What follows belongs to an exercise in optimizing a design on an open flow for small area, a short achievable clock period and few clock cycles per item; a production flow would make more cautious choices. The RTL was checked by simulation tests, not by an equivalence proof against the original design. Power and IR drop assume default switching activity.

==> flow/design.v <==
module vec_normalize (
  input  logic               clk,
  input  logic               rst,
  input  logic               in_valid,
  output logic               in_ready,
  input  logic signed [27:0] real_1,
  input  logic signed [27:0] imag_1,
  input  logic signed [27:0] real_2,
  input  logic signed [27:0] imag_2,
  input  logic signed [55:0] norm_in,
  output logic               out_valid,
  input  logic               out_ready,
  output logic signed [27:0] q_real_1,
  output logic signed [27:0] q_imag_1,
  output logic signed [27:0] q_real_2,
  output logic signed [27:0] q_imag_2,
  output logic               div_zero,
  output logic               sat
);
  logic [1:0]  sidx;       
  logic [1:0]  ycnt;       
  logic        acc;        
  logic [27:0] s_x;
  logic [36:0] y;          
  logic        y_sg;
  logic [27:0] xsel, a;
  logic [45:0] m;          
  logic        yok, load;
  always_comb begin
    case (sidx)
      2'd0: xsel = real_1;
      2'd1: xsel = imag_1;
      2'd2: xsel = real_2;
      default: xsel = imag_2;
    endcase
  end
  assign a = s_x ^ {28{s_x[27]}};
  assign m = {y, 9'd0} + {2'd0, y, 7'd0} - {5'd0, y, 4'd0} + {9'd0, y};
  assign in_ready = acc & ~rst;
  assign yok = in_valid & ~acc & ycnt[1];
  always_ff @(posedge clk) begin
    s_x  <= xsel;
    y    <= {a, 9'd0} + {a, 7'd0} - {a, 4'd0} + a + (s_x[27] ? 37'd625 : 37'd0);
    y_sg <= s_x[27];
    if (rst) begin
      sidx <= '0;
      ycnt <= '0;
      acc  <= 1'b0;
    end else begin
      if (acc) begin
        if (in_valid) begin
          acc  <= 1'b0;
          ycnt <= '0;
        end
      end else if (load) begin
        sidx <= sidx + 2'd1;
        ycnt <= '0;
        if (sidx == 2'd3) acc <= 1'b1;
      end else if (!in_valid) begin
        ycnt <= '0;
      end else if (!ycnt[1]) begin
        ycnt <= ycnt + 2'd1;
      end
    end
  end
  logic        run, fin;
  logic [4:0]  j;          
  logic [52:0] r;          
  logic [8:0]  l;          
  logic [15:0] qp, qn;     
  logic        nz, c_sg, c_sat;
  logic [53:0] nrm;
  logic        big, dz;
  logic [54:0] sm;         
  logic [53:0] t, d;
  logic        bw, ge, z3, z8, sk3, sk8, stp, last, satd, blocked, wr;
  logic [15:0] qp_n, qn_n;
  logic        nz_n;
  assign t = {r, l[8]};
  assign {bw, d} = {1'b0, t} - {1'b0, nrm};
  assign ge = ~bw & ~big;
  always_comb begin
    sm[54] = big;
    for (int i = 53; i >= 0; i--) sm[i] = sm[i+1] | nrm[i];
  end
  always_comb begin
    z3 = 1'b1;
    z8 = 1'b1;
    for (int i = 0; i < 53; i++) begin
      if (i + 4 <= 54) begin
        if (r[i] & ~sm[i+4]) z3 = 1'b0;
      end else if (r[i]) z3 = 1'b0;
      if (i + 9 <= 54) begin
        if (r[i] & ~sm[i+9]) z8 = 1'b0;
      end else if (r[i]) z8 = 1'b0;
    end
  end
  assign sk8  = (j >= 5'd7) & z8;
  assign sk3  = ~sk8 & (j >= 5'd2) & z3;
  assign stp  = ~sk8 & ~sk3;
  assign last = run & ((sk8 & j == 5'd7) | (sk3 & j == 5'd2) | (stp & j == 5'd0));
  assign satd = run & stp & (j == 5'd16) & ge;
  assign blocked = out_valid & ~out_ready;
  assign wr   = (last | fin) & ~blocked;
  assign load = yok & ((~run & ~fin) | wr);
  always_comb begin
    qp_n = qp;
    qn_n = qn;
    nz_n = nz;
    if (run) begin
      if (sk8) begin
        qp_n = {qp[7:0], 8'd0};
        qn_n = {qn[7:0], 8'd0};
      end else if (sk3) begin
        qp_n = {qp[12:0], 3'd0};
        qn_n = {qn[12:0], 3'd0};
      end else begin
        qp_n = {qp[14:0], ge};
        qn_n = ge ? {~qp[14:0], 1'b1} : {qn[14:0], 1'b0};
        nz_n = nz | ge;
      end
    end
  end
  always_ff @(posedge clk) begin
    if (run) begin
      if (sk8) begin
        r <= {r[44:0], l[8:1]};
        l <= {l[0], 8'd0};
        j <= j - 5'd8;
      end else if (sk3) begin
        r <= {r[49:0], l[8:6]};
        l <= {l[5:0], 3'd0};
        j <= j - 5'd3;
      end else begin
        r <= ge ? d[52:0] : t[52:0];
        l <= {l[7:0], 1'b0};
        j <= j - 5'd1;
      end
      qp <= qp_n;
      qn <= qn_n;
      nz <= nz_n;
    end
    if (satd) c_sat <= 1'b1;
    if (load) begin
      r     <= {7'd0, m[45:9]};
      l     <= m[8:0];
      j     <= 5'd16;
      nz    <= 1'b0;
      c_sg  <= y_sg;
      c_sat <= 1'b0;
      if (sidx == 2'd0) begin
        nrm <= norm_in[53:0];
        big <= norm_in[55] | norm_in[54] | (norm_in == '0);
        dz  <= norm_in[55] | (norm_in == '0);
      end
    end
    if (rst) begin
      run <= 1'b0;
      fin <= 1'b0;
    end else if (load) begin
      run <= 1'b1;
      fin <= 1'b0;
    end else begin
      if (run & (last | satd)) run <= 1'b0;
      fin <= (fin & blocked) | satd | (last & blocked);
    end
  end
  logic [3:0][16:0] ob;
  logic [1:0]       widx;
  logic             ov, osat, odz;
  logic [16:0]      wdat;
  always_comb begin
    if (c_sat) wdat = c_sg ? {1'b1, 16'h0001} : {1'b0, 16'hffff};
    else       wdat = c_sg ? {nz_n, qn_n} : {1'b0, qp_n};
  end
  always_ff @(posedge clk) begin
    if (wr) begin
      ob[widx] <= wdat;
      odz      <= dz;
      osat     <= (widx != 2'd0 & osat) | c_sat;
    end
    if (rst) begin
      widx <= '0;
      ov   <= 1'b0;
    end else begin
      if (wr) widx <= widx + 2'd1;
      ov <= (wr & widx == 2'd3) | blocked;
    end
  end
  assign out_valid = ov;
  assign q_real_1  = {{11{ob[0][16]}}, ob[0]};
  assign q_imag_1  = {{11{ob[1][16]}}, ob[1]};
  assign q_real_2  = {{11{ob[2][16]}}, ob[2]};
  assign q_imag_2  = {{11{ob[3][16]}}, ob[3]};
  assign div_zero  = odz;
  assign sat       = osat;
endmodule
==> flow/run.sh <==
#!/bin/bash
# synth_recipe.tcl (not shown) runs the flow's synth.tcl, then flattens the netlist and writes it again
# the make line also repeats each setting of config.mk as NAME=value (left out here)
make -C /OpenROAD-flow-scripts/flow DESIGN_CONFIG=/design/flow/config.mk WORK_HOME=/design/flow/orfs CLKGATE_MAP_FILE= SYNTH_SCRIPT=/design/flow/synth_recipe.tcl finish
==> flow/config.mk <==
export PLATFORM = sky130hd
export DESIGN_NAME = vec_normalize
export DESIGN_NICKNAME = vec_normalize
export VERILOG_FILES = /design/flow/design.v
export SDC_FILE = /design/flow/constraint.sdc
export NUM_CORES = 4
export LEC_CHECK = 0
export CAP_MARGIN = 20
export CORE_MARGIN = 2
export CORE_UTILIZATION = 40
export SLEW_MARGIN = 20
==> flow/constraint.sdc <==
create_clock -name core_clock -period 11.0 [get_ports {clk}]
set_input_delay 2.2000 -clock core_clock [delete_from_list [all_inputs] [get_ports {clk}]]
set_output_delay 2.2000 -clock core_clock [all_outputs]
set_load 0.01 [all_outputs]
==> key figures, run 1 <==
Setup path
  • Worst Reg-to-Reg Cells: 19
  • Critical path startpoint category: register
  • Worst reg2reg endpoint: y[34]$_DFF_P_
  • Worst setup startpoint: s_x[27]$_DFF_P_
  • CP Cell Sequence: xor2_1, inv_1, fa_1, inv_1, fa_1, inv_1, ha_1, ha_1, a21o_1, a2111oi_0, nand3_1, o21ai_1, a31oi_1, o2111ai_1, a31oi_1, a221oi_1, nand2b_1, nor2b_1, xnor2_1
  • Crit-path max cell delay: 0.89 ns
  • WS Path Type: register to register
  • Reg2reg setup slack: 4.88 ns
  • Most used cell, CP: inv_1
  • CP endpoint: y[34]$_DFF_P_
  • Critical Path AT: 6.64 ns
  • CP Max Fanout: 34
  • Reg-to-Reg Start: s_x[27]$_DFF_P_
  • Worst path required time: 11.52 ns
  • Critical Path Sink Type: register
  • Worst path slowest cell: dfxtp_2

Routing
  • DRC Markers: 0
  • Vias: 22,620
  • WL final: 76,800 um
  • DR pass1 iterations: 8
  • DR vias/cell: 5.69
  • Number of DRC markers in iteration 0: 1,612
  • WL per Instance: 19.3 um
  • Antenna Nets Post-Route: 0

CTS
  • CTS tree: yes
  • CTS resizes: 0
  • Post-CTS Setup Bufs: 0
  • Clock Latency Late Sink: 0.60 ns
  • Max clock buf depth: 3
  • Clk sink count: 304
  • Clock Pin Slew Worst Setup and Hold Paths: 0.06 ns
  • Clock root buffer: clkbuf_16
  • H-tree depth: 2
  • Hold buffer count at cts: 0
  • Num CTS Buffers: 40

Timing
  • Final setup margin: 4.88 ns
  • Worst slew margin: 0.283
  • Hold slack final: 0.404 ns
  • Layout Skew: 0.0408 ns
  • Post-layout minimum cycle time: 6.12 ns
  • Count of pins over their slew limit: 0
  • Final Hold Fails: 0
  • Fmax: 163 MHz
  • Final Cycle Share: 0.556
  • Worst slew pin tran: 1.08 ns
  • Unrepaired setup endpoints after global routing: no
  • Fin Setup TNS: 0 ns
  • Setup violators final: 0

Global routing
  • Aggregate global-route resource usage: 0.219
  • First-pass GRT wire length: 121,000 um
  • GR Overflow Total: 0
  • Initial antenna violation count: 0
  • Largest net degree at the start of global routing: 72
  • Vias in the first global route: 22,605

Place
  • Placed Cells incl. Taps: 3,901
  • Dpl hpwl: 59,100 um
  • Port Buf Inserts: 287
  • Placer Congestion: 0.878
  • Pre-CTS setup slack: 4.91 ns

Final layout
  • Non-filler cells, final: 3,973
  • Share of cells above drive strength 1: 0.0495
  • P&R area growth vs syn: 17.3%
  • Inserted Diodes: 0
  • Nets@finish: 3,576
  • Final core occ: 0.474

Synthesis
  • Synth cell count leaders: inv_1 (388), a21oi_1 (221), ha_1 (218), edfxtp_1 (205), nand2_1 (147)
  • Post-synth EDFFs: 205
  • Mapped Cells: 2,875
  • Cell area after synthesis: 0.0265 mm2
  • Asr flop ratio synth: 0
  • Register area share after synthesis: 0.307
  • Mapped Avg Cell Area: 9.22 um2
  • Syn nets: 3,372
  • Post-synth top area cell: edfxtp_1
  • Synth top area share: 0.232
  • #FFs+latches synth: 304
  • Cells taking the most area after synthesis: edfxtp_1 (23%), ha_1 (10%), fa_1 (8.1%)
  • Most common cell in the netlist: inv_1
  • Main synth FF type: edfxtp_1
  • Post-synthesis cell type count: 100
  • Syn. warnings: 1

Floorplan
  • Die ar.: 0.0683 mm2
  • IO Count: 288
  • Die span in y: 261 um
  • Placeable Area: 0.0656 mm2
  • # rows: 94
  • Initial Util: 0.404
  • DIE WIDTH: 261 um

Outcome
  • Status: timing/DRC/antenna clean

Job
  • Maxcap violations: 0

Worst hold path
  • Min-Delay Path Class: register to register

Power and ir drop
  • Peak VDD IR: 0.342 mV
  • Pwr/cell area: 336 mW/mm2
  • Leak: 12.8 nW
[routing by layer]
metal	track usage	share of wire
met1	0.277	0.42
met4	0.0620	0.024
met5	0	0
met2	0.390	0.51
met3	0.0303	0.049
[where the power goes]
group	internal (W)	switching (W)
clock network	0.000716	0.000544
logic	0.00325	0.00434
registers	0.00140	0.000201
total	0.00537	0.00508
[placed cells by master, fill, tap and decap left out, types with 27 or more instances in the layout]
master | Yosys | routed
nand3_1 | 86 | 86
a222oi_1 | 28 | 28
xnor2_1 | 93 | 93
clkbuf_16 | 0 | 40
nor3_1 | 42 | 41
a21oi_1 | 221 | 221
mux2i_1 | 60 | 60
a211oi_1 | 50 | 50
o21ai_0 | 125 | 125
o211ai_1 | 40 | 40
a21o_1 | 64 | 63
nor2b_1 | 34 | 34
nand2_1 | 147 | 146
o2bb2ai_1 | 32 | 32
ha_1 | 218 | 216
nor2_1 | 142 | 142
fa_1 | 107 | 107
nand2b_1 | 33 | 33
edfxtp_1 | 205 | 205
clkdlybuf4s50_1 | 0 | 287
mux2_2 | 27 | 27
dfxtp_1 | 99 | 97
xor2_1 | 60 | 60
inv_1 | 388 | 388
[worst max-delay path, delay by kind of cell (launching register included)]
kind	cells	cell delay (ns)
compound gates	7	2.12
fa+ha+maj	4	1.62
flops	1	0.89
xor+xnor	2	0.66
simple gates	3	0.53
buf+inv	3	0.21
[kinds of logic (layout without fill, tap and decap cells)]
group / count (synthesis) / after routing / share of synthesized area
AND/OR/NAND/NOR: 619 / 619 / 0.116
multiplexers: 88 / 88 / 0.0346
XOR/XNOR: 153 / 153 / 0.0506
AO/OA/AOI/OAI: 849 / 849 / 0.221
flip-flops: 304 / 304 / 0.307
buffers and inverters: 537 / 771 / 0.0866
adder cells (fa/ha/maj): 325 / 325 / 0.184
[state kept, by name, indices dropped and copies added, names as in the netlist, 2 cells and up]
signal,cells
j,5
l,9
nrm,54
ob,68
qn,16
qp,16
r,53
s_x,28
sidx,2
widx,2
y,37
ycnt,2
[area by class of cell]
type | instances | area, um2
well taps | 864 | 1080
repair buffers | 307 | 3020
multi-input cells | 2034 | 16100
fillers | 6240 | 34500
clock inverters | 23 | 206
inverters | 392 | 1470
clock buffers | 49 | 1050
flip-flops and latches | 304 | 8140
[worst min-delay path by stage]
stage	endpoint	depth (start not counted)	slack, ns	from
after detailed placement	c_sg$_DFFE_PN_	0	0.39	y_sg$_DFF_P_
after floorplan	c_sg$_DFFE_PN_	0	0.39	y_sg$_DFF_P_
after CTS	c_sg$_DFFE_PN_	0	0.40	y_sg$_DFF_P_
after global routing	c_sg$_DFFE_PN_	0	0.42	y_sg$_DFF_P_
final	c_sg$_DFFE_PN_	0	0.40	y_sg$_DFF_P_
after global placement	c_sg$_DFFE_PN_	0	0.42	y_sg$_DFF_P_
[per-stage QoR]
step,instance area (um2),power (W)
2_1_floorplan,26500,0.00741
3_3_place_gp,29800,0.00914
3_5_place_dp,29800,0.00924
4_1_cts,31100,0.0106
5_1_grt,31100,0.0115
6_report,31100,0.0104
Testbench counts, summed over its fixed seeds: cycles 17,328, items 512.
==> inputs of run 2 (changes only) <==
--- a/flow/design.v
+++ b/flow/design.v
@@ -18,12 +18,33 @@
   output logic               sat
 );
+  function automatic logic [56:0] bk_add(input logic [55:0] a, input logic [55:0] b, input logic ci);
+    logic [56:0] g, p, c;
+    logic [55:0] s;
+    g = {a & b, ci};
+    p = {a ^ b, 1'b0};
+    for (int l = 0; l < 6; l++)
+      for (int i = 0; i <= 56; i++)
+        if (((i + 1) % (2 << l)) == 0 && i >= (1 << l)) begin
+          g[i] = g[i] | (p[i] & g[i - (1 << l)]);
+          p[i] = p[i] & p[i - (1 << l)];
+        end
+    for (int l = 5; l >= 0; l--)
+      for (int i = 0; i <= 56; i++)
+        if (((i + 1) % (2 << l)) == (1 << l) && i >= (2 << l))
+          g[i] = g[i] | (p[i] & g[i - (1 << l)]);
+    s = a ^ b ^ g[55:0];
+    bk_add = {g[56], s};
+  endfunction
   logic [1:0]  sidx;       
   logic [1:0]  ycnt;       
   logic        acc;        
-  logic [27:0] s_x;
-  logic [36:0] y;          
+  logic [26:0] s_a;        
+  logic        s_sg;
+  logic [45:0] ys, yc;     
   logic        y_sg;
-  logic [27:0] xsel, a;
-  logic [45:0] m;          
+  logic [27:0] xsel;
+  logic [55:0] c1s, c1c, c2s, c2c, c3s, c3c, c4s, c4c, c5s, c5c;
+  logic [55:0] op0, op1, op2, op3, op4, op5, op6;
+  logic [56:0] msum;       
   logic        yok, load;
   always_comb begin
@@ -35,12 +56,32 @@
     endcase
   end
-  assign a = s_x ^ {28{s_x[27]}};
-  assign m = {y, 9'd0} + {2'd0, y, 7'd0} - {5'd0, y, 4'd0} + {9'd0, y};
-  assign in_ready = acc & ~rst;
+  always_comb begin
+    op0 = {29'd0, s_a} << 19;
+    op1 = ~({29'd0, s_a} << 17);
+    op2 = ~({29'd0, s_a} << 11);
+    op3 = ~({29'd0, s_a} << 9);
+    op4 = ~({29'd0, s_a} << 5);
+    op5 = {29'd0, s_a};
+    op6 = 56'd4 + (s_sg ? 56'd390625 : 56'd0);
+    c1s = op0 ^ op1 ^ op2;
+    c1c = ((op0 & op1) | (op0 & op2) | (op1 & op2)) << 1;
+    c2s = op3 ^ op4 ^ op5;
+    c2c = ((op3 & op4) | (op3 & op5) | (op4 & op5)) << 1;
+    c3s = c1s ^ c1c ^ c2s;
+    c3c = ((c1s & c1c) | (c1s & c2s) | (c1c & c2s)) << 1;
+    c4s = c2c ^ op6 ^ c3s;
+    c4c = ((c2c & op6) | (c2c & c3s) | (op6 & c3s)) << 1;
+    c5s = c3c ^ c4s ^ c4c;
+    c5c = ((c3c & c4s) | (c3c & c4c) | (c4s & c4c)) << 1;
+  end
+  assign msum = bk_add({10'd0, ys}, {10'd0, yc}, 1'b0);
+  assign in_ready = acc;
   assign yok = in_valid & ~acc & ycnt[1];
   always_ff @(posedge clk) begin
-    s_x  <= xsel;
-    y    <= {a, 9'd0} + {a, 7'd0} - {a, 4'd0} + a + (s_x[27] ? 37'd625 : 37'd0);
-    y_sg <= s_x[27];
+    s_a  <= xsel[26:0] ^ {27{xsel[27]}};
+    s_sg <= xsel[27];
+    ys   <= c5s[45:0];
+    yc   <= c5c[45:0];
+    y_sg <= s_sg;
     if (rst) begin
       sidx <= '0;
@@ -74,13 +115,19 @@
   logic [54:0] sm;         
   logic [53:0] t, d;
-  logic        bw, ge, z3, z8, sk3, sk8, stp, last, satd, blocked, wr;
+  logic [56:0] dsum;
+  logic        ge, z3, z8, sk3, sk8, stp, last, satd, blocked, wr;
   logic [15:0] qp_n, qn_n;
   logic        nz_n;
   assign t = {r, l[8]};
-  assign {bw, d} = {1'b0, t} - {1'b0, nrm};
-  assign ge = ~bw & ~big;
-  always_comb begin
-    sm[54] = big;
-    for (int i = 53; i >= 0; i--) sm[i] = sm[i+1] | nrm[i];
+  assign dsum = bk_add({2'd0, t}, {2'b11, ~nrm}, 1'b1);
+  assign d = dsum[53:0];
+  assign ge = ~dsum[55] & ~big;    
+  always_comb begin
+    logic [54:0] v;
+    v = {big, nrm};
+    for (int l = 0; l < 6; l++)
+      for (int i = 0; i <= 54; i++)
+        if (((54 - i) >> l) % 2 == 1) v[i] = v[i] | v[54 - (((54 - i) >> l) << l) + 1];
+    sm = v;
   end
   always_comb begin
@@ -123,28 +170,26 @@
   end
   always_ff @(posedge clk) begin
-    if (run) begin
-      if (sk8) begin
-        r <= {r[44:0], l[8:1]};
-        l <= {l[0], 8'd0};
-        j <= j - 5'd8;
-      end else if (sk3) begin
-        r <= {r[49:0], l[8:6]};
-        l <= {l[5:0], 3'd0};
-        j <= j - 5'd3;
-      end else begin
-        r <= ge ? d[52:0] : t[52:0];
-        l <= {l[7:0], 1'b0};
-        j <= j - 5'd1;
-      end
-      qp <= qp_n;
-      qn <= qn_n;
-      nz <= nz_n;
-    end
+    if (load) begin
+      r <= {7'd0, msum[45:9]};
+      l <= msum[8:0];
+      j <= 5'd16;
+    end else if (sk8) begin
+      r <= {r[44:0], l[8:1]};
+      l <= {l[0], 8'd0};
+      j <= j - 5'd8;
+    end else if (sk3) begin
+      r <= {r[49:0], l[8:6]};
+      l <= {l[5:0], 3'd0};
+      j <= j - 5'd3;
+    end else begin
+      r <= ge ? d[52:0] : t[52:0];
+      l <= {l[7:0], 1'b0};
+      j <= j - 5'd1;
+    end
+    qp <= qp_n;
+    qn <= qn_n;
+    nz <= load ? 1'b0 : nz_n;
     if (satd) c_sat <= 1'b1;
     if (load) begin
-      r     <= {7'd0, m[45:9]};
-      l     <= m[8:0];
-      j     <= 5'd16;
-      nz    <= 1'b0;
       c_sg  <= y_sg;
       c_sat <= 1'b0;
--- a/flow/config.mk
+++ b/flow/config.mk
@@ -8,4 +8,5 @@
 export CAP_MARGIN = 20
 export CORE_MARGIN = 2
-export CORE_UTILIZATION = 40
+export CORE_UTILIZATION = 65
+export PLACE_DENSITY = 0.75
 export SLEW_MARGIN = 20
==> run 2 against run 1 <==
Against the previous run: still clean; flip-flop and latch count up 53; area after synthesis down 11%; clock skew down 0.015 ns; non-clock buffer count down 4; routed wire length down 16%; register-to-register slack better by 0.81 ns; via count down 16%; sequential share of layout area up 4.2 points; synthesized cell count down 15%; combinational power down 58%; sequential power up 32%; worst setup slack better by 0.81 ns.
==> key figures, run 2 <==
Outcome
  • Status: timing/DRC/antenna clean

Setup path
  • CP Cell Sequence: or4_4, nor4_4, nand3_1, or3_4, a21oi_1, or3_2, buf_4, a31oi_4, a221oi_4, buf_4, and2_2, buf_4
  • Worst reg2reg endpoint: nrm[3]$_DFFE_PP_
  • Critical Path Sink Type: register
  • Most used cell, CP: buf_4
  • Cell class contributing the biggest share of worst-path delay: simple AND/OR/NAND/NOR gates
  • WS Path Type: register to register
  • Critical path startpoint category: register
  • Worst path slowest cell: buf_4
  • Reg2reg setup slack: 5.69 ns
  • Crit-path max cell delay: 0.59 ns
  • Worst setup startpoint: nrm[51]$_DFFE_PP_
  • Critical path depth: 12
  • CP endpoint: nrm[3]$_DFFE_PP_
  • Crit path buf inv count: 3
  • Critical Path AT: 5.48 ns
  • Worst path required time: 11.17 ns
  • Worst Reg-to-Reg Cells: 12
  • Reg-to-Reg Start: nrm[51]$_DFFE_PP_
  • CP Max Fanout: 63

Synthesis
  • Mapped Cells: 2,436
  • Post-synth top area cell: dfxtp_1
  • Most common cell in the netlist: inv_1
  • Synth cell count leaders: inv_1 (357), dfxtp_1 (230), a21oi_1 (192), ha_1 (171), fa_1 (156)
  • Cells taking the most area after synthesis: dfxtp_1 (19%), edfxtp_1 (16%), fa_1 (13%)
  • Post-synthesis cell type count: 81
  • Synth top area share: 0.195
  • Syn. warnings: 1
  • Syn nets: 2,935
  • #FFs+latches synth: 357
  • Main synth FF type: dfxtp_1
  • Post-synth EDFFs: 127
  • Mapped Avg Cell Area: 9.69 um2
  • Asr flop ratio synth: 0
  • Register area share after synthesis: 0.356
  • Cell area after synthesis: 0.0236 mm2

CTS
  • Hold buffer count at cts: 0
  • CTS tree: yes
  • Clock Pin Slew Worst Setup and Hold Paths: 0.06 ns
  • Num CTS Buffers: 40
  • CTS resizes: 0
  • Clock Latency Late Sink: 0.56 ns
  • Max clock buf depth: 3
  • H-tree depth: 2
  • Clk sink count: 357
  • Clock root buffer: clkbuf_16
  • Post-CTS Setup Bufs: 0

Timing
  • Final Hold Fails: 0
  • Worst slew pin tran: 1.16 ns
  • Fin Setup TNS: 0 ns
  • Unrepaired setup endpoints after global routing: no
  • Final Cycle Share: 0.483
  • Worst slew margin: 0.220
  • Fmax: 188 MHz
  • Final setup margin: 5.69 ns
  • Post-layout minimum cycle time: 5.31 ns
  • Layout Skew: 0.0261 ns
  • Setup violators final: 0
  • Count of pins over their slew limit: 0

Power and ir drop
  • Leak: 12.0 nW
  • Design Power: 0.00661 W
  • Peak VDD IR: 0.265 mV
  • Pwr/cell area: 238 mW/mm2

Floorplan
  • Die ar.: 0.0379 mm2
  • IO Count: 288
  • DIE WIDTH: 195 um
  • Placeable Area: 0.0357 mm2
  • Initial Util: 0.662
  • # rows: 69
  • Die span in y: 195 um

Routing
  • DRC Markers: 0
  • DR pass1 iterations: 8
  • WL final: 64,700 um
  • Vias: 19,106
  • Number of DRC markers in iteration 0: 1,625
  • WL per Instance: 20.7 um
  • DR vias/cell: 6.13
  • Antenna Nets Post-Route: 0

Global routing
  • First-pass GRT wire length: 102,000 um
  • Vias in the first global route: 19,298
  • GR Overflow Total: 0
  • Largest net degree at the start of global routing: 97
  • Initial antenna violation count: 0
  • Aggregate global-route resource usage: 0.339

Place
  • Pre-CTS setup slack: 5.79 ns
  • Port Buf Inserts: 287
  • Placer Congestion: 0.942
  • Dpl hpwl: 49,100 um

Final layout
  • Flip-flop count of the largest register after layout: 68
  • Final core occ: 0.778
  • Share of cells above drive strength 1: 0.0485
  • Nets@finish: 3,129
  • Most frequent cells in the layout: inv_1 (357), clkdlybuf4s50_1 (287), dfxtp_1 (230), a21oi_1 (191), ha_1 (171)
  • Inserted Diodes: 0
  • Biggest register: ob
  • P&R area growth vs syn: 17.5%
  • Biggest registers after layout: ob: 68 flops, nrm: 54 flops, r: 53 flops
  • Most common cell after layout, fill and taps aside: inv_1

Worst hold path
  • Min-Delay Path Class: register to register
  • Hold Path Cell Cnt: 0

Job
  • Maxcap violations: 0
## run 2: power breakdown
part	switching (W)	leakage [nW]	total [W]	internal [W]
clock network	0.000548	0.651	0.00133	0.000784
registers	0.000404	2.95	0.00211	0.00171
logic	0.00178	8.38	0.00317	0.00139
## run 2: routing by layer
metal  GRT usage  routed length (um)  vias up
met5           0                   0        -
met4       0.162                3330        0
met3      0.0441                3840      230
met2       0.610               33200      840
met1       0.402               24300     9170
li1            -                   -     8866
## run 2: worst register-to-register path, cell delays in order (launching register included)
cell,delay [ns]
edfxtp_1,0.48
or4_4,0.58
nor4_4,0.45
nand3_1,0.21
or3_4,0.39
a21oi_1,0.20
or3_2,0.16
buf_4,0.55
a31oi_4,0.22
a221oi_4,0.29
buf_4,0.52
and2_2,0.26
buf_4,0.59
## run 2: logic make-up (layout without fill, tap and decap cells)
group / Yosys count / count (layout) / synth area share
flops: 357 / 357 / 0.356
xor+xnor: 89 / 89 / 0.0333
buf+inv: 508 / 730 / 0.0900
fa+ha+maj: 327 / 327 / 0.223
simple gates: 474 / 474 / 0.0972
compound gates: 638 / 638 / 0.181
mux: 43 / 43 / 0.0187
## run 2: stage by stage
step	cell area (um2)	hold slack (ns)	std cells
2_1_floorplan	23600	0.386	2436
3_3_place_gp	26400	0.386	3049
3_5_place_dp	26400	0.405	3049
4_1_cts	27700	0.420	3119
5_1_grt	27700	0.418	3119
6_report	27700	0.422	3119
## run 2: cell type report
class | instances | area (um2)
Inverter | 357 | 1340
Timing Repair Buffer | 303 | 2990
Clock inverter | 11 | 113
Clock buffer | 59 | 1200
Sequential cell | 357 | 8420
Fill cell | 2358 | 7910
Tap cell | 461 | 577
Multi-Input combinational cell | 1571 | 13100
## run 2: worst min-delay path by stage
stage / start / to / slack (ns)
CTS: y_sg$_DFF_P_ / c_sg$_DFFE_PN_ / 0.42
finish: y_sg$_DFF_P_ / c_sg$_DFFE_PN_ / 0.42
global placement: y_sg$_DFF_P_ / c_sg$_DFFE_PN_ / 0.39
floorplan: y_sg$_DFF_P_ / c_sg$_DFFE_PN_ / 0.39
global route: y_sg$_DFF_P_ / c_sg$_DFFE_PN_ / 0.42
detailed placement: y_sg$_DFF_P_ / c_sg$_DFFE_PN_ / 0.41
Testbench counts of run 2, summed over its fixed seeds: cycles 17,328, items 512.
==> inputs of run 3 (changes only) <==
--- a/flow/config.mk
+++ b/flow/config.mk
@@ -8,5 +8,4 @@
 export CAP_MARGIN = 20
 export CORE_MARGIN = 2
-export CORE_UTILIZATION = 65
-export PLACE_DENSITY = 0.75
+export CORE_UTILIZATION = 40
 export SLEW_MARGIN = 20
==> run 3 against run 2 <==
Against the previous run: maximum frequency shrank 1.6%; routed wire length rose by 3.6%; via count down 3.6%; register-to-register slack got worse by 0.09 ns; still clean; combinational power fell by 4%; largest power group unchanged; global-route usage is 12 points lower; sequential power about the same.
==> key figures, run 3 <==
Routing
  • Number of DRC markers in iteration 0: 1,221
  • WL per Instance: 19.5 um
  • Vias: 18,427
  • DR vias/cell: 5.36
  • WL final: 67,000 um
  • Antenna Nets Post-Route: 0
  • DR pass1 iterations: 6
  • DRC Markers: 0

Timing
  • Hold slack final: 0.405 ns
  • Final Cycle Share: 0.491
  • Worst slew margin: 0.318
  • Count of pins over their slew limit: 0
  • Fmax: 185 MHz
  • Fin Setup TNS: 0 ns
  • Post-layout minimum cycle time: 5.40 ns
  • Worst slew pin tran: 1.02 ns
  • Unrepaired setup endpoints after global routing: no
  • Final Hold Fails: 0
  • Setup violators final: 0
  • Layout Skew: 0.0337 ns

Worst hold path
  • Min-Delay Path Class: register to register
  • Min-delay src: y_sg$_DFF_P_

Synthesis
  • Most common cell in the netlist: inv_1
  • #FFs+latches synth: 357
  • Asr flop ratio synth: 0
  • Post-synth EDFFs: 127
  • Synth top area share: 0.195
  • Synth cell count leaders: inv_1 (357), dfxtp_1 (230), a21oi_1 (192), ha_1 (171), fa_1 (156)
  • Main synth FF type: dfxtp_1
  • Syn nets: 2,935
  • Post-synth top area cell: dfxtp_1
  • Mapped Avg Cell Area: 9.69 um2
  • Syn. warnings: 1
  • Register area share after synthesis: 0.356
  • Post-synthesis cell type count: 81
  • Cells taking the most area after synthesis: dfxtp_1 (19%), edfxtp_1 (16%), fa_1 (13%)
  • Mapped Cells: 2,436
  • Cell area after synthesis: 0.0236 mm2

Place
  • Placed Cells incl. Taps: 3,359
  • Port Buf Inserts: 287
  • Placer Congestion: 0.947
  • Dpl hpwl: 52,500 um

CTS
  • CTS tree: yes
  • Hold buffer count at cts: 0
  • CTS resizes: 0
  • Max clock buf depth: 3
  • Clk sink count: 357
  • Post-CTS Setup Bufs: 0
  • Clock root buffer: clkbuf_16
  • Clock Latency Late Sink: 0.60 ns
  • H-tree depth: 2
  • Num CTS Buffers: 41
  • Clock Pin Slew Worst Setup and Hold Paths: 0.06 ns

Setup path
  • Critical Path AT: 5.61 ns
  • WS Path Type: register to register
  • Worst path slowest cell: a221oi_4
  • Critical Path Sink Type: register
  • CP Cell Sequence: or4_4, nor4_4, nand3_1, or3_4, a2111oi_4, or2_4, xnor2_2, a31oi_4, a221oi_4, buf_6, and2_2, buf_4
  • Reg-to-Reg Start: nrm[51]$_DFFE_PP_
  • Critical path startpoint category: register
  • CP Max Fanout: 56
  • Crit-path max cell delay: 0.58 ns
  • Worst path required time: 11.21 ns
  • Worst setup startpoint: nrm[51]$_DFFE_PP_

Floorplan
  • Placeable Area: 0.0587 mm2
  • Initial Util: 0.402
  • IO Count: 288
  • DIE WIDTH: 247 um
  • Die ar.: 0.0610 mm2
  • Die span in y: 247 um
  • # rows: 89

Final layout
  • Nets@finish: 3,129
  • Flip-flop count of the largest register after layout: 68
  • P&R area growth vs syn: 19.4%
  • Biggest register: ob
  • Biggest registers after layout: ob: 68 flops, nrm: 54 flops, r: 53 flops
  • Final core occ: 0.481
  • Most frequent cells in the layout: inv_1 (356), clkdlybuf4s50_1 (287), dfxtp_1 (230), a21oi_1 (191), ha_1 (171)
  • Most common cell after layout, fill and taps aside: inv_1
  • Inserted Diodes: 0
  • Non-filler cells, final: 3,436
  • Share of cells above drive strength 1: 0.0496

Global routing
  • GR Overflow Total: 0
  • Initial antenna violation count: 0
  • Vias in the first global route: 18,820
  • First-pass GRT wire length: 105,000 um
  • Largest net degree at the start of global routing: 95
  • Aggregate global-route resource usage: 0.220

Power and ir drop
  • Leak: 12.0 nW
  • Pwr/cell area: 232 mW/mm2
  • Peak VDD IR: 0.114 mV
  • Design Power: 0.00656 W

Outcome
  • Status: timing/DRC/antenna clean

Job
  • Maxcap violations: 0
## run 3: cell types whose count changed in the layout (fill, tap and decap cells not counted), moves of 2 or more
| cell | before | now |
|---|---|---|
| buf_4 | 16 | 14 |
| bufinv_16 | 1 | 3 |
| clkbuf_1 | 9 | 7 |
| clkbuf_8 | 6 | 2 |
| clkinv_1 | 1 | 7 |
| clkinv_2 | 6 | 3 |
| clkinv_4 | 1 | 3 |
| clkinvlp_4 | 0 | 4 |
## run 3: report_power, final
group | total (W) | leakage (nW) | switching (W) | internal (W)
Combinational | 0.00305 | 8.38 | 0.00170 | 0.00135
Sequential | 0.00211 | 2.95 | 0.000405 | 0.00171
Clock | 0.00139 | 0.654 | 0.000597 | 0.000797
## run 3: kinds of logic (layout without fill, tap and decap cells)
group           after synthesis  after routing  synth area share
xor+xnor                     89             89            0.0333
mux                          43             43            0.0187
simple gates                474            474            0.0972
compound gates              638            638             0.181
buf+inv                     508            735            0.0900
fa+ha+maj                   327            327             0.223
flops                       357            357             0.356
## run 3: layer usage
metal  routed length (um)  global-route usage  vias up
met5                    0                   0        -
met4                 1870              0.0672        0
met3                 3060              0.0302      115
met2                33000               0.386      583
met1                29100               0.281     8881
li1                     -                   -     8848
## run 3: through the flow
stage | area [um2] | setup WS [ns]
finish | 28200 | 5.60
detailed placement | 26800 | 5.19
floorplan | 23600 | 4.83
global placement | 26800 | 5.38
global route | 28200 | 5.30
CTS | 28200 | 5.15
## run 3: worst max-delay path, delay by kind of cell, from the launching register on
family | cells | cell delay [ns]
buffers and inverters | 2 | 0.84
xor gates and xnor gates | 1 | 0.19
AOI/OAI and AO/OA | 3 | 1.17
and+or+nand+nor | 6 | 2.30
DFF | 1 | 0.48
## run 3: area by class of cell
class	count	area [um2]
Clock inverter	25	270
Inverter	357	1340
Tap cell	773	967
Clock buffer	51	1100
Multi-Input combinational cell	1571	13100
Timing Repair Buffer	302	2990
Fill cell	5442	30500
Sequential cell	357	8420
## run 3: final timing paths
check / to / cells after the start / slack [ns]
setup / recovery: nrm[46]$_DFFE_PP_ / 12 / 5.60
hold / removal: c_sg$_DFFE_PN_ / 0 / 0.41
setup reg to reg: nrm[46]$_DFFE_PP_ / 12 / 5.60
hold reg to reg: c_sg$_DFFE_PN_ / 0 / 0.41
==> inputs of run 4 (changes only) <==
==> flow/flow/run.sh (new file) <==
#!/bin/bash
# Standard flow, with timing repair aimed well below the clock period.
bash standard.sh SETUP_SLACK_MARGIN=7.5 TNS_END_PERCENT=100 finish > standard.log 2>&1
==> flow/standard.sh (new file) <==
#!/bin/bash
# synth_recipe.tcl (not shown) runs the flow's synth.tcl, then flattens the netlist and writes it again
# the make line also repeats each setting of config.mk as NAME=value (left out here)
make -C /OpenROAD-flow-scripts/flow DESIGN_CONFIG=/design/flow/config.mk WORK_HOME=/design/flow/orfs CLKGATE_MAP_FILE= SYNTH_SCRIPT=/design/flow/synth_recipe.tcl "${@:-finish}"
removed: flow/run.sh
==> run 4 against run 3 <==
Against the previous run: still clean; flip-flop and latch count is the same; non-clock buffer count grew 235; clock skew shrank 0.0044 ns; maximum frequency grew 41%; die area is the same; via count grew 12%; synthesized cell count is the same; highest routed layer is now met5.
==> key figures, run 4 <==
Routing
  • WL final: 82,400 um
  • Vias: 20,576
  • DR vias/cell: 5.57
  • DR pass1 iterations: 5
  • DRC Markers: 0
  • Number of DRC markers in iteration 0: 1,558
  • Antenna Nets Post-Route: 0
  • WL per Instance: 22.3 um

Synthesis
  • Cells taking the most area after synthesis: dfxtp_1 (19%), edfxtp_1 (16%), fa_1 (13%)
  • Syn nets: 2,935
  • Cell area after synthesis: 0.0236 mm2
  • Most common cell in the netlist: inv_1
  • Post-synthesis cell type count: 81
  • #FFs+latches synth: 357
  • Mapped Avg Cell Area: 9.69 um2
  • Post-synth top area cell: dfxtp_1
  • Post-synth EDFFs: 127
  • Asr flop ratio synth: 0
  • Syn. warnings: 1
  • Synth cell count leaders: inv_1 (357), dfxtp_1 (230), a21oi_1 (192), ha_1 (171), fa_1 (156)
  • Main synth FF type: dfxtp_1
  • Register area share after synthesis: 0.356
  • Mapped Cells: 2,436
  • Synth top area share: 0.195

Global routing
  • Aggregate global-route resource usage: 0.250
  • Vias in the first global route: 20,427
  • GR Overflow Total: 0
  • First-pass GRT wire length: 118,000 um
  • Largest net degree at the start of global routing: 57
  • Initial antenna violation count: 4

Setup path
  • Critical Path Sink Type: register
  • WS Path Type: register to register
  • Reg-to-Reg Start: nrm[42]$_DFFE_PP_
  • Reg2reg setup slack: 7.18 ns
  • Critical Path AT: 4.29 ns
  • Worst Reg-to-Reg Cells: 15
  • Worst path required time: 11.47 ns
  • Critical path startpoint category: register
  • Worst reg2reg endpoint: l[3]$_DFF_P_
  • CP Max Fanout: 8

Place
  • Placed Cells incl. Taps: 3,359
  • Dpl cell area: 0.0269 mm2
  • Pre-CTS setup slack: 5.73 ns
  • Port Buf Inserts: 287
  • Dpl hpwl: 52,600 um
  • Placer Congestion: 0.930

CTS
  • H-tree depth: 2
  • Clock Pin Slew Worst Setup and Hold Paths: 0.06 ns
  • Clock root buffer: clkbuf_16
  • Clock Latency Late Sink: 0.59 ns
  • Hold buffer count at cts: 0
  • CTS tree: yes
  • Num CTS Buffers: 43
  • Max clock buf depth: 3
  • Clk sink count: 357

Final layout
  • Flip-flop count of the largest register after layout: 68
  • Biggest register: ob
  • P&R area growth vs syn: 42.4%
  • Non-filler cells, final: 3,692
  • Finished Cell Area: 0.0336 mm2
  • Most common cell after layout, fill and taps aside: inv_1
  • Nets@finish: 3,381
  • Most frequent cells in the layout: inv_1 (347), dfxtp_1 (213), clkdlybuf4s50_1 (164), ha_1 (156), fa_1 (150)
  • Share of cells above drive strength 1: 0.253
  • Biggest registers after layout: ob: 68 flops, nrm: 54 flops, r: 53 flops

Timing
  • Unrepaired setup endpoints after global routing: yes
  • Count of pins over their slew limit: 0
  • Worst slew margin: 0.0980
  • Post-layout minimum cycle time: 3.82 ns
  • Worst slew pin tran: 1.35 ns
  • Final Hold Fails: 0
  • Layout Skew: 0.0293 ns
  • Fin Setup TNS: 0 ns
  • Setup violators final: 0
  • Final Cycle Share: 0.347
  • Fmax: 262 MHz
  • Final setup margin: 7.18 ns

Power and ir drop
  • Leak: 14.4 nW
  • Pwr/cell area: 219 mW/mm2
  • Peak VDD IR: 0.124 mV

Floorplan
  • DIE WIDTH: 247 um
  • Placeable Area: 0.0587 mm2
  • # rows: 89
  • Die span in y: 247 um
  • Die ar.: 0.0610 mm2
  • IO Count: 288
  • Initial Util: 0.402

Worst hold path
  • Hold Path Cell Cnt: 0
  • Min-delay src: y_sg$_DFF_P_
  • Hold Path End: c_sg$_DFFE_PN_
  • Min-Delay Path Class: register to register

Job
  • Maxcap violations: 0

Outcome
  • Status: timing/DRC/antenna clean
## run 4: cell count changes in the layout (fill, tap and decap cells not counted), sizes merged, moves of 7 or more
| cell | before | now |
|---|---|---|
| buf | 15 | 281 |
| clkdlybuf4s50 | 287 | 164 |
| clkdlybuf4s15 | 0 | 38 |
| dlygate4sd2 | 0 | 29 |
| clkbuf | 51 | 76 |
| and2 | 10 | 17 |
## run 4: worst max path at each step
| stage | start | endpoint | slack (ns) | cells after the start |
|---|---|---|---|---|
| after floorplan | nrm[44]$_DFFE_PP_ | ob[0]$_DFFE_PP_ | 6.88 | 10 |
| after global placement | nrm[42]$_DFFE_PP_ | r[19]$_DFF_P_ | 5.76 | 12 |
| after detailed placement | nrm[42]$_DFFE_PP_ | r[19]$_DFF_P_ | 5.73 | 12 |
| after CTS | nrm[51]$_DFFE_PP_ | run$_SDFFE_PP0P_ | 7.01 | 14 |
| after global routing | nrm[12]$_DFFE_PP_ | r[26]$_DFF_P_ | 6.94 | 18 |
| final | nrm[42]$_DFFE_PP_ | l[3]$_DFF_P_ | 7.18 | 15 |
## run 4: repair_timing
| item | CTS | global route |
|---|---|---|
| cloned | 39 | 24 |
| endpoints found under the setup margin | 424 | 364 |
| endpoints found under the hold margin | 0 | 0 |
| buffers inserted | 117 | 70 |
| gates resized for setup | 555 | 390 |
| pin swaps | 67 | 153 |
## run 4: routing by layer
layer	track usage	wire, um	vias to the layer above
met5	0	23	-
met3	0.0348	5650	277
met1	0.297	30600	9926
met4	0.109	4730	4
met2	0.450	41400	962
li1	-	-	9407
## run 4: where the power goes
part	switching, W	internal [W]
clock network	0.000596	0.000876
registers	0.000443	0.00171
logic	0.00200	0.00175
## run 4: logic make-up (layout without fill, tap and decap cells)
kind of cell | count (synthesis) | in the layout | share of synthesized area
compound gates | 638 | 641 | 0.181
buf+inv | 508 | 973 | 0.0900
simple gates | 474 | 486 | 0.0972
flops | 357 | 357 | 0.356
fa+ha+maj | 327 | 327 | 0.223
xor+xnor | 89 | 89 | 0.0333
mux | 43 | 43 | 0.0187
other cells | 0 | 3 | 0
## run 4: final cells by class
cell class / instances / area [um2]
Antenna cell: 3 / 7.51
Clock buffer: 59 / 1260
Clock inverter: 20 / 204
Fill cell: 4877 / 25100
Inverter: 357 / 1340
Multi-Input combinational cell: 1586 / 15100
Sequential cell: 357 / 8440
Tap cell: 773 / 967
Timing Repair Buffer: 537 / 6270
## run 4: stage by stage
stage          total power [W]   util  hold slack [ns]
3_3_place_gp           0.00501  0.458            0.392
2_1_floorplan          0.00416      -            0.386
4_1_cts                0.00683  0.530            0.410
6_report               0.00738  0.573            0.411
3_5_place_dp           0.00507  0.458            0.397
5_1_grt                0.00789  0.573            0.422
## run 4: worst max-delay path, cell delays in order (launching register included)
cell and delay (ns):
edfxtp_1 0.46, or4_4 0.63, nor3b_4 0.25, nand3_2 0.11, or3_4 0.37, a2111oi_4 0.30, or2_4 0.27, xnor2_4 0.15
a31oi_4 0.13, a221oi_4 0.29, buf_6 0.17, buf_16 0.15, buf_12 0.13, buf_16 0.13, a211o_1 0.11, o21ai_2 0.05
==> inputs of run 5 (changes only) <==
--- a/flow/design.v
+++ b/flow/design.v
@@ -77,5 +77,5 @@
   assign msum = bk_add({10'd0, ys}, {10'd0, yc}, 1'b0);
   assign in_ready = acc;
-  assign yok = in_valid & ~acc & ycnt[1];
+  assign yok = ~acc & ycnt[1];    
   always_ff @(posedge clk) begin
     s_a  <= xsel[26:0] ^ {27{xsel[27]}};
@@ -112,4 +112,6 @@
   logic        nz, c_sg, c_sat;
   logic [53:0] nrm;
+  logic [5:0]  nmsb;       
+  logic [5:0]  nmsb_in;
   logic        big, dz;
   logic [54:0] sm;         
@@ -124,10 +126,10 @@
   assign ge = ~dsum[55] & ~big;    
   always_comb begin
-    logic [54:0] v;
-    v = {big, nrm};
-    for (int l = 0; l < 6; l++)
-      for (int i = 0; i <= 54; i++)
-        if (((54 - i) >> l) % 2 == 1) v[i] = v[i] | v[54 - (((54 - i) >> l) << l) + 1];
-    sm = v;
+    nmsb_in = '0;
+    for (int i = 0; i < 54; i++) if (norm_in[i]) nmsb_in = 6'(i);
+  end
+  always_comb begin
+    sm[54] = big;
+    for (int i = 0; i < 54; i++) sm[i] = big | (6'(i) <= nmsb);
   end
   always_comb begin
@@ -143,11 +145,11 @@
     end
   end
-  assign sk8  = (j >= 5'd7) & z8;
-  assign sk3  = ~sk8 & (j >= 5'd2) & z3;
+  assign sk8  = (j >= 5'd8) & z8;
+  assign sk3  = ~sk8 & (j >= 5'd3) & z3;
   assign stp  = ~sk8 & ~sk3;
-  assign last = run & ((sk8 & j == 5'd7) | (sk3 & j == 5'd2) | (stp & j == 5'd0));
+  assign last = run & (j == 5'd0);
   assign satd = run & stp & (j == 5'd16) & ge;
   assign blocked = out_valid & ~out_ready;
-  assign wr   = (last | fin) & ~blocked;
+  assign wr   = (last | fin) & ~ov;
   assign load = yok & ((~run & ~fin) | wr);
   always_comb begin
@@ -196,4 +198,5 @@
       if (sidx == 2'd0) begin
         nrm <= norm_in[53:0];
+        nmsb <= nmsb_in;
         big <= norm_in[55] | norm_in[54] | (norm_in == '0);
         dz  <= norm_in[55] | (norm_in == '0);
@@ -208,5 +211,5 @@
     end else begin
       if (run & (last | satd)) run <= 1'b0;
-      fin <= (fin & blocked) | satd | (last & blocked);
+      fin <= satd | ((fin | last) & ov);
     end
   end
==> flow/run.sh (new file) <==
#!/bin/bash
# synth_recipe.tcl (not shown) runs the flow's synth.tcl, then flattens the netlist and writes it again
# the make line also repeats each setting of config.mk as NAME=value (left out here)
make -C /OpenROAD-flow-scripts/flow DESIGN_CONFIG=/design/flow/config.mk WORK_HOME=/design/flow/orfs CLKGATE_MAP_FILE= SYNTH_SCRIPT=/design/flow/synth_recipe.tcl finish
removed: flow/flow/run.sh
removed: flow/standard.sh
==> run 5 against run 4 <==
Against the previous run: still clean; total power decreased by 2.0%; maximum frequency decreased by 30%; register-to-register slack got worse by 1.6 ns; sequential power increased by 6%; final area decreased by 12%; synthesized cell count increased by 8.1%; via count increased by 0.31%; clock skew decreased by 0.010 ns; flip-flop and latch count increased by 6; global-route usage decreased by 1.3 points; clock power decreased by 5%; sequential share of layout area increased by 4.1 points; critical path type unchanged; critical endpoint is now ob[33]$_DFFE_PP_.
==> key figures, run 5 <==
Job
  • Maxcap violations: 0

Timing
  • Final setup margin: 5.57 ns
  • Worst slew pin tran: 1.17 ns
  • Layout Skew: 0.0190 ns
  • Post-layout minimum cycle time: 5.43 ns
  • Fmax: 184 MHz
  • Fin Setup TNS: 0 ns
  • Unrepaired setup endpoints after global routing: no
  • Worst slew margin: 0.212
  • Final Hold Fails: 0
  • Setup violators final: 0
  • Count of pins over their slew limit: 0
  • Final Cycle Share: 0.494

Synthesis
  • Multiplexer share of the synthesized area: 0.00689
  • Synth Area in Compound Gates: 0.204
  • #FFs+latches synth: 363
  • Asr flop ratio synth: 0
  • Post-synthesis cell type count: 86
  • Synth Area in Adders: 0.212
  • Synth cell count leaders: inv_1 (351), dfxtp_1 (230), nor2_1 (186), a21oi_1 (181), ha_1 (172)
  • Post-synth EDFFs: 133
  • Synth top area share: 0.185
  • Mapped Cells: 2,634
  • Cells taking the most area after synthesis: dfxtp_1 (19%), edfxtp_1 (16%), fa_1 (12%)
  • Post-synth top area cell: dfxtp_1
  • Synth Area in Simple Gates: 0.111
  • Largest family of logic cells by synthesized area: adder cells
  • Main synth FF type: dfxtp_1
  • Syn nets: 3,133
  • Syn. warnings: 1
  • Xor and xnor area share after synthesis: 0.0310
  • Mapped Avg Cell Area: 9.44 um2
  • Cell area after synthesis: 0.0249 mm2
  • Most common cell in the netlist: inv_1
  • Register area share after synthesis: 0.346

Floorplan
  • Placeable Area: 0.0616 mm2
  • DIE WIDTH: 253 um
  • # rows: 91
  • Initial Util: 0.404
  • Die ar.: 0.0642 mm2
  • Die span in y: 253 um
  • IO Count: 288

Final layout
  • Biggest register: ob
  • Most frequent cells in the layout: inv_1 (351), clkdlybuf4s50_1 (287), dfxtp_1 (230), nor2_1 (186), a21oi_1 (180)
  • Share of cells above drive strength 1: 0.0431
  • Flip-flop count of the largest register after layout: 68
  • Biggest registers after layout: ob: 68 flops, nrm: 54 flops, r: 53 flops
  • Most common cell after layout, fill and taps aside: inv_1
  • Finished Cell Area: 0.0295 mm2
  • Nets@finish: 3,317
  • Final core occ: 0.479
  • Fillcell total: 5,828
  • P&R area growth vs syn: 18.6%

Global routing
  • GR Overflow Total: 0
  • Vias in the first global route: 20,528
  • Initial antenna violation count: 0
  • Aggregate global-route resource usage: 0.238
  • Gr busiest metal: met2
  • Met3 Usage GRT: 0.0330
  • Largest net degree at the start of global routing: 89
  • First-pass GRT wire length: 119,000 um
  • GRT met1 Usage: 0.303
  • GRT met2 Usage: 0.411

Routing
  • WL final: 77,200 um
  • DR pass1 iterations: 8
  • Number of DRC markers in iteration 0: 1,674
  • WL per Instance: 20.9 um
  • DR vias/cell: 5.59
  • DRC Markers: 0
  • Antenna Nets Post-Route: 0
  • Vias: 20,640

Setup path
  • Crit path buf inv count: 2
  • Critical Path AT: 5.71 ns
  • Worst Reg-to-Reg Cells: 11
  • WS Path Type: register to register
  • Critical path depth: 11
  • CP Max Fanout: 88
  • Reg2reg setup slack: 5.57 ns
  • Worst path required time: 11.28 ns
  • Cell class contributing the biggest share of worst-path delay: compound AO/OA/AOI/OAI gates
  • Most used cell, CP: buf_4
  • Critical path startpoint category: register
  • Worst path slowest cell: edfxtp_1
  • CP Cell Sequence: nor4bb_1, a221oi_1, a2111oi_1, nand3_1, nor4b_2, and2_2, buf_4, nor4_1, buf_4, o31ai_1, o22ai_1
  • Reg-to-Reg Start: nmsb[0]$_SDFFCE_PP1P_
  • Critical Path Sink Type: register
  • Worst setup startpoint: nmsb[0]$_SDFFCE_PP1P_
  • Crit-path max cell delay: 0.91 ns

Outcome
  • Status: timing/DRC/antenna clean

Place
  • Port Buf Inserts: 287
  • Pre-CTS setup slack: 5.76 ns
  • Dpl cell area: 0.0281 mm2
  • Placer Congestion: 0.938
  • Dpl hpwl: 59,700 um

CTS
  • CTS tree: yes
  • Post-CTS Setup Bufs: 0
  • CTS resizes: 0
  • Clock root buffer: clkbuf_16
  • Hold buffer count at cts: 0
  • Num CTS Buffers: 42
  • Max clock buf depth: 3
  • H-tree depth: 2
  • Clk sink count: 363
  • Clock Latency Late Sink: 0.58 ns
  • Clock Pin Slew Worst Setup and Hold Paths: 0.06 ns

Power and ir drop
  • Leak: 12.4 nW
  • Peak VDD IR: 0.127 mV
  • Pwr/cell area: 245 mW/mm2
  • Design Power: 0.00723 W

Worst hold path
  • Min-delay src: y_sg$_DFF_P_
  • Min-Delay Path Class: register to register
  • Hold Path Cell Cnt: 0
==> run 5: path summary, 6_finish.rpt <==
check / endpoint
setup reg to reg: ob[33]$_DFFE_PP_
hold / removal: c_sg$_DFFE_PP_
setup / recovery: ob[33]$_DFFE_PP_
hold reg to reg: c_sg$_DFFE_PP_
==> run 5: area by class of cell <==
class | instances | area, um2 | area share
antenna | 1 | 2.50 | 0.0000849
clock inverter | 26 | 200 | 0.00679
inverter | 351 | 1320 | 0.0447
sequential | 363 | 8600 | 0.292
clock buffer | 52 | 1170 | 0.0398
multi-input combinational | 1749 | 14100 | 0.478
timing repair buffer | 311 | 3050 | 0.104
tap | 837 | 1050 | 0.0355
==> run 5: cells by family after synthesis <==
family	Yosys count
AO/OA/AOI/OAI	737
XOR/XNOR	88
adder cells (fa/ha/maj)	329
buffers and inverters	522
flip-flops	363
multiplexers	17
AND/OR/NAND/NOR	578
==> run 5: layer usage <==
metal	part of all wire	wire, um
met1	0.42	32200
met2	0.49	37800
met3	0.058	4450
met4	0.035	2710
met5	0	0
==> run 5: worst register-to-register path, cell delays in order (launching register included) <==
cell and delay [ns]:
edfxtp_1 0.91, nor4bb_1 0.60, a221oi_1 0.23, a2111oi_1 0.55
nand3_1 0.15, nor4b_2 0.40, and2_2 0.20, buf_4 0.81
nor4_1 0.16, buf_4 0.20, o31ai_1 0.74, o22ai_1 0.19
==> run 5: power by group <==
part           internal (W)  switching [W]
logic               0.00157        0.00196
registers           0.00180       0.000498
clock network      0.000809       0.000587
==> run 5: metrics by stage <==
step	hold slack [ns]	cells
3_5_place_dp	0.392	3611
6_report	0.404	3690
4_1_cts	0.406	3689
2_1_floorplan	0.386	2634
5_1_grt	0.421	3689
3_3_place_gp	0.393	3611
Testbench counts of run 5, summed over its fixed seeds: cycles 17,444, items 512.
==> inputs of run 6 (changes only) <==
==> flow/flow/run.sh (new file) <==
#!/bin/bash
# The standard flow, with its timing repair aimed at a period well below the
# clock's and plain buffers on the ports; make's output goes to standard.log,
# each ORFS step's to its own log under orfs/logs.
bash standard.sh SETUP_SLACK_MARGIN=7.5 TNS_END_PERCENT=100 CORE_UTILIZATION=40 \
  "BUFFER_PORTS_ARGS=-buffer_cell sky130_fd_sc_hd__buf_2" finish > standard.log 2>&1
==> flow/standard.sh (new file) <==
#!/bin/bash
# synth_recipe.tcl (not shown) runs the flow's synth.tcl, then flattens the netlist and writes it again
# the make line also repeats each setting of config.mk as NAME=value (left out here)
make -C /OpenROAD-flow-scripts/flow DESIGN_CONFIG=/design/flow/config.mk WORK_HOME=/design/flow/orfs CLKGATE_MAP_FILE= SYNTH_SCRIPT=/design/flow/synth_recipe.tcl "${@:-finish}"
removed: flow/run.sh
==> run 6 against run 5 <==
Against the previous run: clock-buffer cell count is 7 higher; critical path depth grew 7; global-route usage increased by 1.7 points; routed wire length is 11% higher; combinational power increased by 23%; area after synthesis stayed put; largest power group unchanged; via count is 6.9% higher.
==> key figures, run 6 <==
Floorplan
  • IO Count: 288
  • Die ar.: 0.0642 mm2
  • Initial Util: 0.404
  • Placeable Area: 0.0616 mm2
  • DIE WIDTH: 253 um
  • Die span in y: 253 um
  • # rows: 91

Routing
  • DRC Markers: 0
  • WL final: 85,600 um
  • DR vias/cell: 5.74
  • WL per Instance: 22.3 um
  • Antenna Nets Post-Route: 0
  • DR pass1 iterations: 6
  • Vias: 22,060
  • Number of DRC markers in iteration 0: 1,822

Synthesis
  • Cells taking the most area after synthesis: dfxtp_1 (19%), edfxtp_1 (16%), fa_1 (12%)
  • Register area share after synthesis: 0.346
  • Synth Area in Simple Gates: 0.111
  • Post-synthesis cell type count: 86
  • Largest family of logic cells by synthesized area: adder cells
  • Main synth FF type: dfxtp_1
  • #FFs+latches synth: 363
  • Post-synth top area cell: dfxtp_1
  • Mapped Avg Cell Area: 9.44 um2
  • Mapped Cells: 2,634
  • Most common cell in the netlist: inv_1
  • Asr flop ratio synth: 0
  • Syn nets: 3,133
  • Syn. warnings: 1
  • Synth cell count leaders: inv_1 (351), dfxtp_1 (230), nor2_1 (186), a21oi_1 (181), ha_1 (172)
  • Synth top area share: 0.185
  • Cell area after synthesis: 0.0249 mm2
  • Synth Area in Adders: 0.212
  • Multiplexer share of the synthesized area: 0.00689
  • Post-synth EDFFs: 133
  • Synth Area in Compound Gates: 0.204
  • Xor and xnor area share after synthesis: 0.0310

CTS
  • Clock Pin Slew Worst Setup and Hold Paths: 0.06 ns
  • CTS tree: yes
  • Num CTS Buffers: 43
  • Clock root buffer: clkbuf_16
  • H-tree depth: 2
  • Clock Latency Late Sink: 0.61 ns
  • Clk sink count: 363
  • Max clock buf depth: 3

Final layout
  • P&R area growth vs syn: 30.9%
  • Most frequent cells in the layout: inv_1 (337), buf_2 (236), dfxtp_1 (182), nor2_1 (167), a21oi_1 (146)
  • Final core occ: 0.528
  • Biggest register: ob
  • Inserted Diodes: 0
  • Non-filler cells, final: 3,842
  • Share of cells above drive strength 1: 0.307
  • Flip-flop count of the largest register after layout: 68
  • Biggest registers after layout: ob: 68 flops, nrm: 54 flops, r: 53 flops
  • Nets@finish: 3,469
  • Most common cell after layout, fill and taps aside: inv_1

Worst hold path
  • Hold Path End: odz$_DFFE_PP_
  • Hold Path Cell Cnt: 0
  • Min-Delay Path Class: register to register
  • Min-delay src: dz$_DFFE_PP_

Global routing
  • First-pass GRT wire length: 126,000 um
  • Initial antenna violation count: 1
  • Vias in the first global route: 21,889
  • GR Overflow Total: 0
  • Aggregate global-route resource usage: 0.255
  • Largest net degree at the start of global routing: 81

Timing
  • Post-layout minimum cycle time: 3.77 ns
  • Count of pins over their slew limit: 0
  • Layout Skew: 0.0326 ns
  • Worst slew margin: 0.205
  • Unrepaired setup endpoints after global routing: yes
  • Fmax: 265 MHz
  • Final Hold Fails: 0
  • Final Cycle Share: 0.343
  • Setup violators final: 0
  • Fin Setup TNS: 0 ns
  • Worst slew pin tran: 1.18 ns

Setup path
  • CP Max Fanout: 6
  • Crit-path max cell delay: 0.45 ns
  • Critical Path Sink Type: register
  • Critical path depth: 18
  • Critical path startpoint category: register
  • Crit path buf inv count: 6
  • Reg-to-Reg Start: nrm[41]$_DFFE_PP_
  • Cell class contributing the biggest share of worst-path delay: simple AND/OR/NAND/NOR gates
  • Worst reg2reg endpoint: ob[14]$_DFFE_PP_
  • Worst path slowest cell: nor4_4
  • Worst Reg-to-Reg Cells: 18
  • CP Cell Sequence: inv_2, ha_4, nand4_1, nor4_4, nand4_1, a21oi_4, buf_6, o31ai_1, buf_4, buf_6, nand2_8, buf_12, and4_1, nor3_2, nor2_1, inv_1, a21o_1, a22o_1
  • WS Path Type: register to register
  • Worst path required time: 11.35 ns
  • Reg2reg setup slack: 7.23 ns
  • Critical Path AT: 4.12 ns

Outcome
  • Status: timing/DRC/antenna clean

Place
  • Placed Cells incl. Taps: 3,606
  • Placer Congestion: 0.910
  • Port Buf Inserts: 287
  • Dpl hpwl: 57,700 um

Power and ir drop
  • Leak: 14.0 nW
  • Pwr/cell area: 254 mW/mm2
  • Design Power: 0.00825 W
  • Peak VDD IR: 0.144 mV

Job
  • Maxcap violations: 0
run 6: cell counts after synthesis:
No cell type changed its count.
run 6: how the worst max path moves through the flow:
stage                          start                     to  slack, ns
3_5_place_dp   nmsb[3]$_SDFFCE_PP0P_       ob[34]$_DFFE_PP_       5.76
5_1_grt             nrm[6]$_DFFE_PP_       ob[14]$_DFFE_PP_       7.06
3_3_place_gp   nmsb[1]$_SDFFCE_PP0P_       ob[34]$_DFFE_PP_       5.80
2_1_floorplan             norm_in[6]  nmsb[1]$_SDFFCE_PP0P_       7.34
6_report           nrm[41]$_DFFE_PP_       ob[14]$_DFFE_PP_       7.23
4_1_cts                   norm_in[6]  nmsb[1]$_SDFFCE_PP0P_       7.29
run 6: what timing repair did:
action	4_1_cts	5_1_grt
pin swaps	74	201
buffers inserted	93	38
cloned	13	12
hold buffers	0	0
gates resized for setup	302	313
endpoints found under the setup margin	284	190
run 6: routing by layer:
metal | up-vias | GRT usage | wire, um
met5 | - | 0 | 0
met4 | 0 | 0.115 | 4430
met3 | 255 | 0.0402 | 5960
met2 | 960 | 0.432 | 41100
met1 | 10800 | 0.318 | 34100
li1 | 10045 | - | -
run 6: worst register-to-register path, stage by stage (launching register included):
cell	delay, ns
edfxtp_1	0.39
inv_2	0.06
ha_4	0.27
nand4_1	0.24
nor4_4	0.45
nand4_1	0.26
a21oi_4	0.31
buf_6	0.15
o31ai_1	0.07
buf_4	0.17
buf_6	0.14
nand2_8	0.07
buf_12	0.12
and4_1	0.24
nor3_2	0.06
nor2_1	0.15
inv_1	0.07
a21o_1	0.15
a22o_1	0.17
run 6: cell families after synthesis:
| kind of cell | Yosys count |
|---|---|
| AO/OA/AOI/OAI | 737 |
| AND/OR/NAND/NOR | 578 |
| buffers and inverters | 522 |
| flip-flops | 363 |
| adder cells (fa/ha/maj) | 329 |
| XOR/XNOR | 88 |
| multiplexers | 17 |
run 6: area by class of cell:
class,count,area (um2)
fillers,5451,29100
multi-input cells,1750,16200
flip-flops and latches,363,8690
repair buffers,460,3800
inverters,351,1320
clock buffers,59,1220
well taps,837,1050
clock inverters,21,235
repair inverters,1,7.51
run 6: power by group:
part           leakage, nW  internal, W  total (W)  switching (W)
combinational         10.1      0.00203    0.00436        0.00233
clock                0.698     0.000856    0.00148       0.000621
sequential            3.14      0.00184    0.00241       0.000575
run 6: through the flow:
step	instance area [um2]	hold WS, ns	setup WS, ns
after global placement	26700	0.390	5.80
after global routing	32500	0.402	7.06
after detailed placement	26700	0.389	5.76
after CTS	30600	0.402	7.29
after floorplan	24900	0.386	7.34
final	32500	0.393	7.23

static timing again, ports no longer ideal:
How much do the figures lean on ideal ports? The routed layouts below were timed once more, with nothing changed but the port constraints. Step 1 assumes that a clkbuf_16 drives the clock port and a buf_2 every other input. Step 2 also shifts input and output timing later by t, the mid clock arrival at the registers, as if the neighbouring blocks saw the same clock. Three values: ideal, step 1, step 2; two values: the first two.
| run | t, ns | setup WS [ns] | worst hold slack (ns) |
|---|---|---|---|
| run 1 | 0.641 | 4.880 / 4.880 / 4.880 | 0.404 / 0.404 / 0.404 |
| run 2 | 0.592 | 5.685 / 5.685 / 5.685 | 0.422 / 0.422 / 0.422 |
| run 3 | 0.641 | 5.599 / 5.599 / 5.599 | 0.405 / 0.405 / 0.405 |
| run 4 | 0.633 | 7.179 / 7.166 / 6.737 | 0.411 / 0.411 / 0.411 |
| run 5 | 0.635 | 5.568 / 5.568 / 5.568 | 0.404 / 0.404 / 0.404 |
| run 6 | 0.651 | 7.231 / 7.231 / 6.659 | 0.393 / 0.393 / 0.393 |
After both steps every run listed still meets setup and hold. For run 6, which loses most, drivers alone change the setup slack by 0.000 ns; drivers and shift together by -0.572 ns.
